Background: an optimization exercise with open tools, aiming at small area and a short achievable clock period. Do not read the settings as production practice. Only simulation tests tie the RTL to the original design; equivalence was not proved. Power figures rest on the tool's default switching activity, not on a simulated workload.

$ cat flow/run.sh
#!/bin/bash
# synth_recipe.tcl (not shown) runs the flow's synth.tcl, then flattens the netlist and writes it again
# the make line also repeats each setting of config.mk as NAME=value (left out here)
make -C /OpenROAD-flow-scripts/flow DESIGN_CONFIG=/design/flow/config.mk WORK_HOME=/design/flow/orfs CLKGATE_MAP_FILE= SYNTH_SCRIPT=/design/flow/synth_recipe.tcl finish
$ cat flow/config.mk
export PLATFORM = sky130hd
export DESIGN_NAME = decode_top
export DESIGN_NICKNAME = decode_top
export VERILOG_FILES = /design/flow/design.v
export SDC_FILE = /design/flow/constraint.sdc
export NUM_CORES = 4
export LEC_CHECK = 0
export CAP_MARGIN = 20
export CORE_MARGIN = 2
export CORE_UTILIZATION = 40
export SLEW_MARGIN = 20
$ cat flow/constraint.sdc
create_clock -name core_clock -period 4.5 [get_ports {clk}]
set_input_delay 0.9000 -clock core_clock [delete_from_list [all_inputs] [get_ports {clk}]]
set_output_delay 0.9000 -clock core_clock [all_outputs]
set_load 0.01 [all_outputs]
$ cat flow/design.v
`timescale 1ns/1ps
package isa_pkg;
    localparam int REG_AW = 5;  
    localparam logic [5:0] OP_RTYPE = 6'h00;
    localparam logic [5:0] OP_J     = 6'h02;
    localparam logic [5:0] OP_JAL   = 6'h03;
    localparam logic [5:0] OP_BEQ   = 6'h04;
    localparam logic [5:0] OP_BNE   = 6'h05;
    localparam logic [5:0] OP_ADDI  = 6'h08;
    localparam logic [5:0] OP_ANDI  = 6'h0c;
    localparam logic [5:0] OP_ORI   = 6'h0d;
    localparam logic [5:0] OP_LUI   = 6'h0f;
    localparam logic [5:0] OP_LB    = 6'h20;
    localparam logic [5:0] OP_LW    = 6'h23;
    localparam logic [5:0] OP_SW    = 6'h2b;
    localparam logic [5:0] FN_SLL  = 6'h00;
    localparam logic [5:0] FN_JR   = 6'h08;
    localparam logic [5:0] FN_JALR = 6'h09;
    localparam logic [5:0] FN_ADD  = 6'h20;
    localparam logic [5:0] FN_SUB  = 6'h22;
    localparam logic [5:0] FN_AND  = 6'h24;
    localparam logic [5:0] FN_OR   = 6'h25;
    localparam logic [5:0] FN_SLT  = 6'h2a;
    localparam logic [1:0] ALU_ADD   = 2'b00;
    localparam logic [1:0] ALU_SUB   = 2'b01;
    localparam logic [1:0] ALU_RTYPE = 2'b10;  
    localparam logic [1:0] ALU_LOGIC = 2'b11;
    localparam logic [1:0] WD_BYTE = 2'b01;
    localparam logic [1:0] WD_WORD = 2'b11;
    typedef struct packed {
        logic [5:0]        opcode;
        logic [REG_AW-1:0] rs;
        logic [REG_AW-1:0] rt;
        logic [REG_AW-1:0] rd;
        logic [4:0]        shamt;
        logic [5:0]        funct;
    } r_fmt_t;
    typedef struct packed {
        logic [5:0]        opcode;
        logic [REG_AW-1:0] rs;
        logic [REG_AW-1:0] rt;
        logic [15:0]       imm16;
    } i_fmt_t;
    typedef struct packed {
        logic [5:0]  opcode;
        logic [25:0] target26;
    } j_fmt_t;
    typedef union packed {
        r_fmt_t r;
        i_fmt_t i;
        j_fmt_t j;
    } instr_u;
endpackage
`timescale 1ns/1ps
package pipe_pkg;
    localparam int DATA_W = 32;
    localparam int INGRESS_DEPTH = 4;
    localparam int EGRESS_CREDITS = 2;
    localparam int CRED_W = $clog2(EGRESS_CREDITS + 1);
endpackage
`timescale 1ns/1ps
import pipe_pkg::*;
module instr_ingress (
    input  logic              clk,
    input  logic              i_rst_n,
    input  logic              i_instr_valid,
    input  logic [DATA_W-1:0] i_instr,
    input  logic [DATA_W-1:0] i_pc4,
    input  logic              i_pop,
    output logic              o_instr_credit,
    output logic              o_not_empty,
    output logic [DATA_W-1:0] o_head_instr,
    output logic [DATA_W-1:0] o_head_pc4
);
    typedef logic [$clog2(INGRESS_DEPTH)-1:0]   ptr_t;
    typedef logic [$clog2(INGRESS_DEPTH+1)-1:0] cnt_t;
    logic [DATA_W-1:0] instr_mem [INGRESS_DEPTH];
    logic [DATA_W-1:0] pc4_mem   [INGRESS_DEPTH];
    ptr_t wr_ptr;
    ptr_t rd_ptr;
    cnt_t count;
    logic push;
    logic pop;
    assign push = i_instr_valid;  
    assign pop  = i_pop && o_not_empty;
    always_ff @(posedge clk) begin
        if (push) begin
            instr_mem[wr_ptr] <= i_instr;
            pc4_mem[wr_ptr]   <= i_pc4;
        end
    end
    always_ff @(posedge clk or negedge i_rst_n) begin
        if (!i_rst_n) begin
            wr_ptr         <= '0;
            rd_ptr         <= '0;
            count          <= '0;
            o_instr_credit <= 1'b0;
        end else begin
            o_instr_credit <= pop;  
            if (push) begin
                wr_ptr <= (wr_ptr == ptr_t'(INGRESS_DEPTH - 1)) ? '0 : wr_ptr + 1'b1;
            end
            if (pop) begin
                rd_ptr <= (rd_ptr == ptr_t'(INGRESS_DEPTH - 1)) ? '0 : rd_ptr + 1'b1;
            end
            if (push && !pop) begin
                count <= count + 1'b1;
            end else if (pop && !push) begin
                count <= count - 1'b1;
            end
        end
    end
    assign o_not_empty  = (count != '0);
    assign o_head_instr = instr_mem[rd_ptr];
    assign o_head_pc4   = pc4_mem[rd_ptr];
endmodule
`timescale 1ns/1ps
import isa_pkg::*;
import pipe_pkg::*;
module register_file (
    input  logic              clk,
    input  logic              i_rst_n,
    input  logic              i_we,
    input  logic [REG_AW-1:0] i_wr_addr,
    input  logic [DATA_W-1:0] i_wr_data,
    input  logic [REG_AW-1:0] i_rd_addr1,
    input  logic [REG_AW-1:0] i_rd_addr2,
    output logic [DATA_W-1:0] o_rd_data1,
    output logic [DATA_W-1:0] o_rd_data2
);
    logic [DATA_W-1:0] regs [2**REG_AW];
    always_ff @(posedge clk or negedge i_rst_n) begin
        if (!i_rst_n) begin
            for (int i = 0; i < 2**REG_AW; i++) begin
                regs[i] <= '0;
            end
        end else if (i_we && i_wr_addr != '0) begin  
            regs[i_wr_addr] <= i_wr_data;
        end
    end
    assign o_rd_data1 = (i_rd_addr1 == '0)                    ? '0        :
                        (i_we && i_wr_addr == i_rd_addr1)     ? i_wr_data :
                                                                regs[i_rd_addr1];
    assign o_rd_data2 = (i_rd_addr2 == '0)                    ? '0        :
                        (i_we && i_wr_addr == i_rd_addr2)     ? i_wr_data :
                                                                regs[i_rd_addr2];
endmodule
`timescale 1ns/1ps
import isa_pkg::*;
module control_unit (
    input  logic [5:0] i_opcode,
    input  logic [5:0] i_funct,
    output logic       o_reg_dst,
    output logic       o_alu_src,
    output logic [1:0] o_alu_op,
    output logic       o_branch,
    output logic       o_jump,
    output logic       o_jump_reg,
    output logic       o_link,
    output logic       o_mem_read,
    output logic       o_mem_write,
    output logic       o_mem_to_reg,
    output logic       o_reg_write,
    output logic       o_imm_signed,
    output logic [1:0] o_width,
    output logic       o_illegal
);
    always_comb begin
        o_reg_dst    = 1'b0;
        o_alu_src    = 1'b0;
        o_alu_op     = ALU_ADD;
        o_branch     = 1'b0;
        o_jump       = 1'b0;
        o_jump_reg   = 1'b0;
        o_link       = 1'b0;
        o_mem_read   = 1'b0;
        o_mem_write  = 1'b0;
        o_mem_to_reg = 1'b0;
        o_reg_write  = 1'b0;
        o_imm_signed = 1'b0;
        o_width      = 2'b00;
        o_illegal    = 1'b0;
        case (i_opcode)
            OP_RTYPE: begin
                case (i_funct)
                    FN_ADD, FN_SUB, FN_AND, FN_OR, FN_SLT, FN_SLL: begin
                        o_reg_dst   = 1'b1;
                        o_alu_op    = ALU_RTYPE;
                        o_reg_write = 1'b1;
                    end
                    FN_JR: o_jump_reg = 1'b1;
                    FN_JALR: begin
                        o_jump_reg  = 1'b1;
                        o_link      = 1'b1;  
                        o_reg_dst   = 1'b1;
                        o_reg_write = 1'b1;
                    end
                    default: o_illegal = 1'b1;
                endcase
            end
            OP_ADDI: begin
                o_alu_src    = 1'b1;
                o_reg_write  = 1'b1;
                o_imm_signed = 1'b1;
            end
            OP_ANDI, OP_ORI: begin
                o_alu_src   = 1'b1;
                o_alu_op    = ALU_LOGIC;  
                o_reg_write = 1'b1;
            end
            OP_LUI: begin
                o_alu_src   = 1'b1;
                o_reg_write = 1'b1;
            end
            OP_LW, OP_LB: begin
                o_alu_src    = 1'b1;
                o_mem_read   = 1'b1;
                o_mem_to_reg = 1'b1;
                o_reg_write  = 1'b1;
                o_imm_signed = 1'b1;
                o_width      = (i_opcode == OP_LB) ? WD_BYTE : WD_WORD;
            end
            OP_SW: begin
                o_alu_src    = 1'b1;
                o_mem_write  = 1'b1;
                o_imm_signed = 1'b1;
                o_width      = WD_WORD;
            end
            OP_BEQ, OP_BNE: begin
                o_branch     = 1'b1;
                o_alu_op     = ALU_SUB;  
                o_imm_signed = 1'b1;
            end
            OP_J: o_jump = 1'b1;
            OP_JAL: begin
                o_jump      = 1'b1;
                o_link      = 1'b1;
                o_reg_write = 1'b1;
            end
            default: o_illegal = 1'b1;
        endcase
    end
endmodule
`timescale 1ns/1ps
import isa_pkg::*;
import pipe_pkg::*;
module instruction_decode (
    input  logic              clk,
    input  logic              i_rst_n,
    input  logic              i_issue,
    input  logic [DATA_W-1:0] i_instr,
    input  logic [DATA_W-1:0] i_pc4,
    input  logic              i_wb_we,
    input  logic [REG_AW-1:0] i_wb_addr,
    input  logic [DATA_W-1:0] i_wb_data,
    output logic              o_dec_valid,
    output logic [REG_AW-1:0] o_rs,
    output logic [REG_AW-1:0] o_rt,
    output logic [REG_AW-1:0] o_rd,
    output logic [4:0]        o_shamt,
    output logic [DATA_W-1:0] o_reg_da,
    output logic [DATA_W-1:0] o_reg_db,
    output logic [DATA_W-1:0] o_immediate,
    output logic [DATA_W-1:0] o_jmp_addr,
    output logic [DATA_W-1:0] o_pc4,
    output logic              o_reg_dst,
    output logic              o_alu_src,
    output logic [1:0]        o_alu_op,
    output logic              o_branch,
    output logic              o_jump,
    output logic              o_jump_reg,
    output logic              o_link,
    output logic              o_mem_read,
    output logic              o_mem_write,
    output logic              o_mem_to_reg,
    output logic              o_reg_write,
    output logic              o_imm_signed,
    output logic [1:0]        o_width,
    output logic              o_illegal
);
    isa_pkg::instr_u   iw;
    logic [DATA_W-1:0] rd_data1;
    logic [DATA_W-1:0] rd_data2;
    logic [DATA_W-1:0] imm_ext;
    logic [DATA_W-1:0] jmp_addr;
    logic              c_reg_dst, c_alu_src, c_branch, c_jump, c_jump_reg, c_link;
    logic              c_mem_read, c_mem_write, c_mem_to_reg, c_reg_write;
    logic              c_imm_signed, c_illegal;
    logic [1:0]        c_alu_op;
    logic [1:0]        c_width;
    assign iw = i_instr;  
    register_file u_regfile (
        .clk        (clk),
        .i_rst_n    (i_rst_n),
        .i_we       (i_wb_we),
        .i_wr_addr  (i_wb_addr),
        .i_wr_data  (i_wb_data),
        .i_rd_addr1 (iw.r.rs),
        .i_rd_addr2 (iw.r.rt),
        .o_rd_data1 (rd_data1),
        .o_rd_data2 (rd_data2)
    );
    control_unit u_ctrl (
        .i_opcode     (iw.r.opcode),
        .i_funct      (iw.r.funct),
        .o_reg_dst    (c_reg_dst),
        .o_alu_src    (c_alu_src),
        .o_alu_op     (c_alu_op),
        .o_branch     (c_branch),
        .o_jump       (c_jump),
        .o_jump_reg   (c_jump_reg),
        .o_link       (c_link),
        .o_mem_read   (c_mem_read),
        .o_mem_write  (c_mem_write),
        .o_mem_to_reg (c_mem_to_reg),
        .o_reg_write  (c_reg_write),
        .o_imm_signed (c_imm_signed),
        .o_width      (c_width),
        .o_illegal    (c_illegal)
    );
    always_comb begin
        if (iw.i.opcode == OP_LUI) begin
            imm_ext = {iw.i.imm16, 16'h0000};  
        end else if (c_imm_signed) begin
            imm_ext = {{16{iw.i.imm16[15]}}, iw.i.imm16};
        end else begin
            imm_ext = {16'h0000, iw.i.imm16};
        end
    end
    assign jmp_addr = {i_pc4[31:28], iw.j.target26, 2'b00};
    always_ff @(posedge clk or negedge i_rst_n) begin
        if (!i_rst_n) begin
            o_dec_valid <= 1'b0;
            {o_reg_dst, o_alu_src, o_alu_op, o_branch, o_jump, o_jump_reg, o_link,
             o_mem_read, o_mem_write, o_mem_to_reg, o_reg_write, o_imm_signed,
             o_width, o_illegal} <= '0;
        end else begin
            o_dec_valid <= i_issue;  
            if (i_issue) begin
                {o_reg_dst, o_alu_src, o_alu_op, o_branch, o_jump, o_jump_reg, o_link,
                 o_mem_read, o_mem_write, o_mem_to_reg, o_reg_write, o_imm_signed,
                 o_width, o_illegal} <=
                    {c_reg_dst, c_alu_src, c_alu_op, c_branch, c_jump, c_jump_reg, c_link,
                     c_mem_read, c_mem_write, c_mem_to_reg, c_reg_write, c_imm_signed,
                     c_width, c_illegal};
            end
        end
    end
    always_ff @(posedge clk) begin
        if (i_issue) begin
            o_rs        <= iw.r.rs;
            o_rt        <= iw.r.rt;
            o_rd        <= iw.r.rd;
            o_shamt     <= iw.r.shamt;
            o_reg_da    <= rd_data1;
            o_reg_db    <= rd_data2;
            o_immediate <= imm_ext;
            o_jmp_addr  <= jmp_addr;
            o_pc4       <= i_pc4;
        end
    end
endmodule
`timescale 1ns/1ps
import pipe_pkg::*;
module decode_egress (
    input  logic clk,
    input  logic i_rst_n,
    input  logic i_not_empty,
    input  logic i_dec_credit,
    output logic o_issue
);
    logic [CRED_W-1:0] credits;  
    assign o_issue = i_not_empty && (credits != '0);
    always_ff @(posedge clk or negedge i_rst_n) begin
        if (!i_rst_n) begin
            credits <= CRED_W'(EGRESS_CREDITS);
        end else if (o_issue && !i_dec_credit) begin
            credits <= credits - 1'b1;
        end else if (i_dec_credit && !o_issue) begin
            credits <= credits + 1'b1;
        end
    end
endmodule
`timescale 1ns/1ps
import isa_pkg::*;
import pipe_pkg::*;
module decode_top (
    input  logic              clk,
    input  logic              i_rst_n,
    input  logic              i_instr_valid,
    input  logic [DATA_W-1:0] i_instr,
    input  logic [DATA_W-1:0] i_pc4,
    output logic              o_instr_credit,
    input  logic              i_wb_we,
    input  logic [REG_AW-1:0] i_wb_addr,
    input  logic [DATA_W-1:0] i_wb_data,
    input  logic              i_dec_credit,
    output logic              o_dec_valid,
    output logic [REG_AW-1:0] o_rs,
    output logic [REG_AW-1:0] o_rt,
    output logic [REG_AW-1:0] o_rd,
    output logic [4:0]        o_shamt,
    output logic [DATA_W-1:0] o_reg_da,
    output logic [DATA_W-1:0] o_reg_db,
    output logic [DATA_W-1:0] o_immediate,
    output logic [DATA_W-1:0] o_jmp_addr,
    output logic [DATA_W-1:0] o_pc4,
    output logic              o_reg_dst,
    output logic              o_alu_src,
    output logic [1:0]        o_alu_op,
    output logic              o_branch,
    output logic              o_jump,
    output logic              o_jump_reg,
    output logic              o_link,
    output logic              o_mem_read,
    output logic              o_mem_write,
    output logic              o_mem_to_reg,
    output logic              o_reg_write,
    output logic              o_imm_signed,
    output logic [1:0]        o_width,
    output logic              o_illegal
);
    logic              issue;
    logic              not_empty;
    logic [DATA_W-1:0] head_instr;
    logic [DATA_W-1:0] head_pc4;
    instr_ingress u_ingress (
        .clk            (clk),
        .i_rst_n        (i_rst_n),
        .i_instr_valid  (i_instr_valid),
        .i_instr        (i_instr),
        .i_pc4          (i_pc4),
        .i_pop          (issue),
        .o_instr_credit (o_instr_credit),
        .o_not_empty    (not_empty),
        .o_head_instr   (head_instr),
        .o_head_pc4     (head_pc4)
    );
    instruction_decode u_decode (
        .clk          (clk),
        .i_rst_n      (i_rst_n),
        .i_issue      (issue),
        .i_instr      (head_instr),
        .i_pc4        (head_pc4),
        .i_wb_we      (i_wb_we),
        .i_wb_addr    (i_wb_addr),
        .i_wb_data    (i_wb_data),
        .o_dec_valid  (o_dec_valid),
        .o_rs         (o_rs),
        .o_rt         (o_rt),
        .o_rd         (o_rd),
        .o_shamt      (o_shamt),
        .o_reg_da     (o_reg_da),
        .o_reg_db     (o_reg_db),
        .o_immediate  (o_immediate),
        .o_jmp_addr   (o_jmp_addr),
        .o_pc4        (o_pc4),
        .o_reg_dst    (o_reg_dst),
        .o_alu_src    (o_alu_src),
        .o_alu_op     (o_alu_op),
        .o_branch     (o_branch),
        .o_jump       (o_jump),
        .o_jump_reg   (o_jump_reg),
        .o_link       (o_link),
        .o_mem_read   (o_mem_read),
        .o_mem_write  (o_mem_write),
        .o_mem_to_reg (o_mem_to_reg),
        .o_reg_write  (o_reg_write),
        .o_imm_signed (o_imm_signed),
        .o_width      (o_width),
        .o_illegal    (o_illegal)
    );
    decode_egress u_egress (
        .clk          (clk),
        .i_rst_n      (i_rst_n),
        .i_not_empty  (not_empty),
        .i_dec_credit (i_dec_credit),
        .o_issue      (issue)
    );
endmodule
==> results.txt <==
## power groups by stage
stage                     logic, mW  clock network (mW)  registers (mW)
after floorplan                8.91                   0            18.9
after CTS                      18.4                13.8            19.5
after global routing           19.5                14.3            19.8
after global placement         18.3                   0            19.7
after detailed placement       18.4                   0            19.7
final                          19.4                13.7            19.7
## through the flow
step	power, mW	cell area (sq um)	std cells
floorplan	27.8	66900	5074
global route	53.7	79900	7703
detailed placement	38.1	74400	7408
global placement	38.0	74400	7408
CTS	51.8	79900	7700
finish	52.8	79900	7713
## cells by family after synthesis
group           Yosys count
buf+inv                 524
simple gates            911
compound gates         1102
mux                    1084
xor+xnor                 16
other cells               1
flops                  1427
fa+ha+maj                 8
## cell usage after synthesis (12+ instances only)
cell type	count
nor3_1	30
nand4_1	96
clkbuf_1	261
a32oi_1	12
o22ai_1	38
mux4_2	63
a22oi_1	660
and4_1	12
buf_1	59
buf_6	14
a31oi_1	26
a21o_1	17
nor2b_1	26
buf_2	128
nand2b_1	15
nand2_1	120
xnor2_1	13
o21ai_0	51
a22o_1	50
inv_1	14
and3_1	241
a32o_1	13
mux2i_1	18
a2111oi_0	49
nor3b_1	15
buf_4	43
edfxtp_1	410
a221oi_1	42
a21oi_1	53
nor4_1	48
nand3_1	117
dfrtp_1	1016
mux2_2	994
nor2_1	90
o2bb2ai_1	26
nor2_2	19
## layout make-up
| type | instances | share of cell area (%) |
|---|---|---|
| clock inverter | 70 | 1.19 |
| antenna | 11 | 0.0344 |
| inverter | 16 | 0.0846 |
| clock buffer | 222 | 5.67 |
| timing repair buffer | 640 | 8.08 |
| tap | 2204 | 3.45 |
| multi-input combinational | 3123 | 34.2 |
| sequential | 1427 | 47.3 |
## path summary, 6_finish.rpt
| path | endpoint | cells after the start |
|---|---|---|
| max | u_decode.o_reg_da[8]$_SDFFCE_PN0P_ | 8 |
| min | u_decode.u_regfile.regs[3][31]$_DFFE_PN0P_ | 1 |
| max reg2reg | u_decode.o_reg_da[8]$_SDFFCE_PN0P_ | 8 |
| min reg2reg | u_decode.o_mem_write$_DFFE_PN0P_ | 2 |
| max in group asynchronous | u_decode.u_regfile.regs[8][17]$_DFFE_PN0P_ | 2 |
| min in group core_clock | u_decode.o_mem_write$_DFFE_PN0P_ | 2 |
## metal layers
| metal | part of all wire [%] | wire length (microns) | up-vias |
|---|---|---|---|
| met3 | 14 | 47200 | 1409 |
| li1 | - | - | 20400 |
| met5 | 0.042 | 137 | - |
| met2 | 41 | 135000 | 4917 |
| met1 | 37 | 123000 | 28000 |
| met4 | 7.2 | 23700 | 16 |
## critical path: stages (launching register included)
cell,delay [ps]
dfrtp_4,630
mux4_2,830
or3b_4,540
nor2_4,840
buf_4,370
a22oi_1,110
nand4_1,100
nor4_1,90
a31oi_1,410
==> reports/qor.txt <==
Startpoint types -> flip-flop
RSZ-0062 raised after global routing -> no
Final worst slack -> 260 ps
Main combinational cell family by area after synthesis -> multiplexers
Area occupied by multi-input gates -> 27,300 sq um
H-tree depth -> 4
CTS tree -> built
Dpl ws -> 512 ps
Core outline area -> 167,000 sq um
Global Route met2 Usage -> 53.2%
# clock sinks -> 1,427
Worst VDD drop -> 0.486 mV
Crit. Startpoint -> u_ingress.rd_ptr[0]$_DFFE_PN0P_
Num CTS Buffers -> 158
Max cap viols -> 0
Internal power -> 31.8 mW
Worst-margin pin slew -> 1270 ps
Setup TNS -> 0 ps
Via density -> 7.09
Placer Congestion -> 1.01
Critical R2R Launch -> u_ingress.rd_ptr[0]$_DFFE_PN0P_
Remaining DRCs -> 0
Hold Vio Cnt, Final -> 0
CTS max path bufs -> 3
Iter 0 DRT Violations -> 10,300
Core Util, Final -> 47.9%
Synth warn -> 6
Initial DRT Pass Iterations -> 9
DIE WIDTH -> 413 microns
Synth area leader -> dfrtp_1
Fmax -> 0.236 GHz
Flops & latches, synth -> 1,427
Die area -> 170,000 sq um
Final worst-path cycle share -> 94.2%
Worst Hold Class -> in -> async
Dpl hpwl -> 202,000 microns
M1 GR Usage -> 49.7%
Routed via count -> 54,700
Post-Syn Area -> 66,900 sq um
Total track usage -> 38.0%
Max FO, Critical Path -> 18
Clock Tree Root -> clkbuf_16
Hold buffers post-CTS -> 0
Met3 GRT Util -> 14.9%
Post-CTS sizing -> 0
Yosys cell types -> 92
Comb power frac -> 36.7%
Reg area -> 37,800 sq um
P_sw -> 21.0 mW
Setup bufs post-CTS -> 0
Post-synth top flop -> dfrtp_1
WL/cell -> 42.7 microns
Leak -> 32.9 nW
IO Count -> 304
Grt ovf -> 0
Clock Latency Late Sink -> 860 ps
Post-Route WL -> 329,000 microns
Register-to-register setup slack -> 260 ps
Mux share of post-synthesis cell area -> 19.3%
Max FFs per register -> 992
Initial Utilization -> 40.1%
Standard-cell rows -> 150
Vias in the first global route -> 52,000
Synth async-reset ratio -> 71.3%
Share of layout cells above drive strength 1 -> 33.0%
Share of the synthesized area in the top cell type -> 38.0%
Synth Area in Adders -> 0.161%
Gr busiest metal -> met2
Worst EP required -> 5080 ps
Layout area overhead -> 19.5%
Initial antenna violation count -> 29
Final Setup Violations -> 0
Pwr/cell area -> 661 nW/um^2
First-pass GRT wire length -> 445,000 microns
Fillers -> 14,700
Top post-synthesis cells by area -> dfrtp_1, edfxtp_1, mux2_2, a22oi_1, and3_1
Simple logic cell fraction of the synthesized area -> 7.80%
Top Registers -> u_decode.u_regfile.regs (992), u_ingress.instr_mem (128), u_ingress.pc4_mem (128)
NumNets Final -> 5,480
Share of power burned in registers -> 37.3%
Crit path capture type -> flip-flop
Clk pwr share -> 26.0%
Post-synthesis instance total -> 5,073
Post-synthesis sequential area ratio -> 56.5%
Number of synthesized flops with an enable pin -> 410
Clock transition at path regs -> 60 ps
Syn avg cell area -> 13.2 sq um
Xor-xnor portion of the synthesized cell area -> 0.210%
WHS -> 0.423 ps
Final Skew -> 83.3 ps
Worst setup path class -> reg -> reg
I/O Buffers -> 301
Switching Fraction -> 39.8%
Synth Area in Compound Gates -> 12.5%
Worst rel slew slack -> 15.2%
Die height -> 413 microns
Commonest non-fill, non-tap cells in the layout -> dfrtp_1, mux2_2, a22oi_1, edfxtp_1, clkdlybuf4s50_1
Commonest non-fill, non-tap cell in the layout -> dfrtp_1
Largest net degree at the start of global routing -> 134
Tmin final -> 4240 ps
Final ANT Viol Nets -> 0
Max-slew violation count -> 0
CP arrival -> 4820 ps
Outcome -> finished clean
Top reg by flops -> u_decode.u_regfile.regs

-- static timing again, ports no longer ideal --
Ports are ideal in the flow. The routed layout listed here was re-timed in OpenROAD.
Step 1: set_driving_cell puts a clkbuf_16 on clk and a buf_2 on each other input, an assumption about the parent block.
Step 2 adds t to the input delays and takes it off the output delays; t is the mean of the earliest and latest rising clock arrival at the registers after step 1. Input paths then give back, and output paths get back, about the clock's delay inside the block.
Slacks: no drivers / after step 1 / after step 2; pairs: no drivers / after step 1.
t, ns: 0.910
setup slack, ns: 0.260 / 0.260 / 0.260
worst hold slack (ns): 0.000 / -0.034 / 0.513
worst setup path after step 2: register to register
clock arrival spread, ns: 0.085 / 0.084
The setup slack of this run moves by 0.000 ns with the drivers and by 0.000 ns with both steps.
